From an optimization exercise on the open Yosys and OpenROAD flow, aimed at small area; shortcuts taken in it are not production practice.
Function was checked by simulation only, so behaviour that the tests miss may differ from the original.
Power and IR drop assume default switching activity.

// feature_pipeline
module feature_pipeline
(
    input  logic        clk,
    input  logic        reset_n,
    input  logic        start,
    input  logic [15:0] accel_x,
    input  logic [15:0] accel_y,
    input  logic [15:0] accel_z,
    output logic [15:0] feature_mean,
    output logic [15:0] feature_std,
    output logic        feature_valid
);
For scale: roughly 170 flip-flops, roughly 84 I/O pins, roughly 12000 µm² of cells after synthesis.
Settings: LEC_CHECK=0, CAP_MARGIN=20, CORE_MARGIN=2, CORE_UTILIZATION=40, CTS_BUF_LIST=sky130_fd_sc_hd__clkbuf_8, GPL_TIMING_DRIVEN=0, SLEW_MARGIN=20; clock period 10.0 ns.
standard.sh (not shown) runs the stock make flow with config.mk's settings and CLKGATE_MAP_FILE= SYNTH_SCRIPT=/design/flow/synth_recipe.tcl, a recipe that flattens the netlist after the stock synthesis.
==> flow/flow/run.sh <==
#!/bin/bash
# The standard ORFS layout (standard.sh) with these changes:
#  - SYNTH_ARGS=-noabc: Yosys's early ABC pass inside "synth" is skipped, so the full
#    adders written out in the RTL reach extract_fa as written (the final ABC mapping
#    after flip-flop mapping still runs); flip-flops are mapped exactly as in the
#    standard synthesis;
#  - every input and output port is still buffered, with the smallest buffer;
#  - clock tree synthesis without dummy clock loads.
set -euo pipefail
export SYNTH_ARGS="-noabc"
export BUFFER_PORTS_ARGS="-buffer_cell sky130_fd_sc_hd__buf_1"
export CTS_ARGS="-sink_clustering_enable -repair_clock_nets -dont_use_dummy_load -buf_list {sky130_fd_sc_hd__clkbuf_4 sky130_fd_sc_hd__clkbuf_8} -sink_clustering_size 10"
bash standard.sh > flow_make.log 2>&1
The baseline ran to the end with no violations.
Change:
--- a/flow/flow/run.sh
+++ b/flow/flow/run.sh
@@ -11,3 +11,3 @@
 export BUFFER_PORTS_ARGS="-buffer_cell sky130_fd_sc_hd__buf_1"
-export CTS_ARGS="-sink_clustering_enable -repair_clock_nets -dont_use_dummy_load -buf_list {sky130_fd_sc_hd__clkbuf_4 sky130_fd_sc_hd__clkbuf_8} -sink_clustering_size 10"
+export CTS_ARGS="-sink_clustering_enable -repair_clock_nets -dont_use_dummy_load -buf_list sky130_fd_sc_hd__clkbuf_8"
 bash standard.sh > flow_make.log 2>&1
The changed run ran to the end with no violations; core utilization does not change; sequential power barely changes; final area does not change; routed wire length does not change; critical path depth is unchanged; cell count does not change.

---

feature_pipeline again, from the RTL that the note above started with.
Settings: LEC_CHECK=0, CAP_MARGIN=0, CORE_MARGIN=2, CORE_UTILIZATION=40, CTS_BUF_LIST=sky130_fd_sc_hd__clkbuf_8, SLEW_MARGIN=0; clock period 10.0 ns.
==> flow/flow/run.sh <==
#!/bin/bash
# The standard ORFS layout (standard.sh) with two changes:
#  - SYNTH_ARGS=-noabc: Yosys's early ABC pass inside "synth" is skipped, so the full
#    adders written out in the RTL reach extract_fa as written (the final ABC mapping
#    after flip-flop mapping still runs); flip-flops are mapped exactly as in the
#    standard synthesis;
#  - every input and output port is still buffered, with the smallest buffer.
set -euo pipefail
export SYNTH_ARGS="-noabc"
export BUFFER_PORTS_ARGS="-buffer_cell sky130_fd_sc_hd__buf_1"
bash standard.sh > flow_make.log 2>&1
Then changed:
Settings changed: CAP_MARGIN 0 to 20, SLEW_MARGIN 0 to 20.
=> Final cell count does not change; hold slack does not change; cell area hardly moves; first-iteration DRC count came out higher by 0.38%.
Then changed:
==> flow/run.sh (new file) <==
#!/bin/bash
# synth_recipe.tcl (not shown) runs the flow's synth.tcl, then flattens the netlist and writes it again
# the make line also repeats each setting of config.mk as NAME=value (left out here)
make -C /OpenROAD-flow-scripts/flow DESIGN_CONFIG=/design/flow/config.mk WORK_HOME=/design/flow/orfs CLKGATE_MAP_FILE= SYNTH_SCRIPT=/design/flow/synth_recipe.tcl finish
removed: flow/flow/run.sh
removed: flow/standard.sh
Outcome: Utilization went up by 1.3 points; total power fell by 16%; non-clock buffer count drops by 2; via count is higher by 7.3%; critical path depth rises by 2; worst setup slack loses 51 ps; combinational power falls by 22%; synthesized area went up by 3.2%; clock-buffer cell count went down by 1.
Then changed:
==> flow/flow/run.sh (new file) <==
#!/bin/bash
# The standard ORFS layout (standard.sh) with these changes:
#  - SYNTH_ARGS=-noabc: Yosys's early ABC pass inside "synth" is skipped, so the full
#    adders written out in the RTL reach extract_fa as written (the final ABC mapping
#    after flip-flop mapping still runs); flip-flops are mapped exactly as in the
#    standard synthesis;
#  - every input and output port is still buffered, with the smallest buffer;
#  - clock tree synthesis without dummy clock loads.
set -euo pipefail
export SYNTH_ARGS="-noabc"
export BUFFER_PORTS_ARGS="-buffer_cell sky130_fd_sc_hd__buf_1"
export CTS_ARGS="-sink_clustering_enable -repair_clock_nets -dont_use_dummy_load -buf_list sky130_fd_sc_hd__clkbuf_8"
bash standard.sh > flow_make.log 2>&1
==> flow/standard.sh (new file) <==
#!/bin/bash
# synth_recipe.tcl (not shown) runs the flow's synth.tcl, then flattens the netlist and writes it again
# the make line also repeats each setting of config.mk as NAME=value (left out here)
make -C /OpenROAD-flow-scripts/flow DESIGN_CONFIG=/design/flow/config.mk WORK_HOME=/design/flow/orfs CLKGATE_MAP_FILE= SYNTH_SCRIPT=/design/flow/synth_recipe.tcl "${@:-finish}"
Settings changed: CORE_UTILIZATION 40 to 65, GPL_TIMING_DRIVEN set to 0, PLACE_DENSITY set to 0.75.
removed: flow/run.sh
After rerunning: Non-clock buffer count rose by 28. Register-to-register slack got worse by 560 ps. Synthesized area is lower by 3.1%. Global-route usage is higher by 11 points. Total power grows by 14%. Setup slack loses 90 ps. Combinational power rises by 28%. Sequential share of layout area came out higher by 2.2 points. Via count drops by 3.5%. Cell count went down by 18%.

---

## run a
feature_pipeline again, from the RTL that the note above started with.
==> flow/config.mk <==
export PLATFORM = sky130hd
export DESIGN_NAME = feature_pipeline
export DESIGN_NICKNAME = feature_pipeline
export VERILOG_FILES = /design/flow/design.v
export SDC_FILE = /design/flow/constraint.sdc
export NUM_CORES = 4
export LEC_CHECK = 0
export CAP_MARGIN = 20
export CORE_MARGIN = 2
export CORE_UTILIZATION = 40
export CTS_BUF_LIST = sky130_fd_sc_hd__clkbuf_8
export GPL_TIMING_DRIVEN = 0
export SLEW_MARGIN = 20
==> flow/constraint.sdc <==
create_clock -name core_clock -period 10.0 [get_ports {clk}]
set_input_delay 2.0000 -clock core_clock [delete_from_list [all_inputs] [get_ports {clk}]]
set_output_delay 2.0000 -clock core_clock [all_outputs]
set_load 0.01 [all_outputs]
run.sh (not shown) runs the stock make flow with config.mk's settings and CLKGATE_MAP_FILE= SYNTH_SCRIPT=/design/flow/synth_recipe.tcl, a recipe that flattens the netlist after the stock synthesis.
Stock flow here: none of the scripts above is used.
Both conditions hold for run a: the flow ran to the end and the final layout passed the timing, DRC and antenna checks.
Input-level comparison between run b and run a:
-- flow/config.mk --
<<< run a, line 9
export CORE_MARGIN = 2
export CORE_UTILIZATION = 40
export CTS_BUF_LIST = sky130_fd_sc_hd__clkbuf_8
export GPL_TIMING_DRIVEN = 0
export SLEW_MARGIN = 20
>>> run b, line 9
export CORE_MARGIN = 2
export CORE_UTILIZATION = 60
export CTS_BUF_LIST = sky130_fd_sc_hd__clkbuf_8
export CTS_CLUSTER_SIZE = 25
export SLEW_MARGIN = 20
--- outcome ---
- Route | run b vs run a | wire shorter in run b
- Sequential share of layout area in run b is 0.52 points above run a.
- Via count of the first global-routing pass in run b is about 2.2% below run a.
- Run b has post-layout worst setup margin below what run a had.
- Against run a, run b reports a area of placed instances that is lower.

[afterwards: timing with drivers on the ports]
How much do the figures lean on ideal ports? The routed layouts below were timed once more, with nothing changed but the port constraints. Step 1 sets driving cells, clkbuf_16 on the clock port and buf_2 on the other inputs (assumed; they add their load-dependent delay and slew). Step 2 adds t to the input delays and takes it off the output delays; t is the mean of the earliest and latest rising clock arrival at the registers after step 1. Input paths then give back, and output paths get back, about the clock's delay inside the block. Three values: no drivers, after step 1, after step 2; two values: the first two.
run	shift t [ns]	setup slack, ns	latest minus earliest clock arrival (ns)	worst data-port slew with drivers (ns)	cell pins on the clock port's net
the first run of note 1	0.488	0.434 / 0.434 / 0.010	0.032 / 0.032	0.03	1
the second run of note 1	0.488	0.434 / 0.434 / 0.010	0.032 / 0.032	0.03	1
the first run of note 2	0.508	0.536 / 0.536 / 0.532	0.020 / 0.020	0.03	1
the second run of note 2	0.508	0.536 / 0.536 / 0.536	0.020 / 0.020	0.03	1
the third run of note 2	0.496	0.485 / 0.504 / 0.007	0.029 / 0.029	0.04	1
the fourth run of note 2	0.474	0.395 / 0.395 / 0.079	0.025 / 0.026	0.04	1
run a	0.516	0.616 / 0.631 / 0.115	0.020 / 0.020	0.03	1
run b	0.508	0.538 / 0.555 / 0.047	0.022 / 0.022	0.04	1
After both steps setup and hold are still met in every run listed. For run a, which loses most, drivers alone change the setup slack by +0.015 ns; drivers and shift together by -0.501 ns.
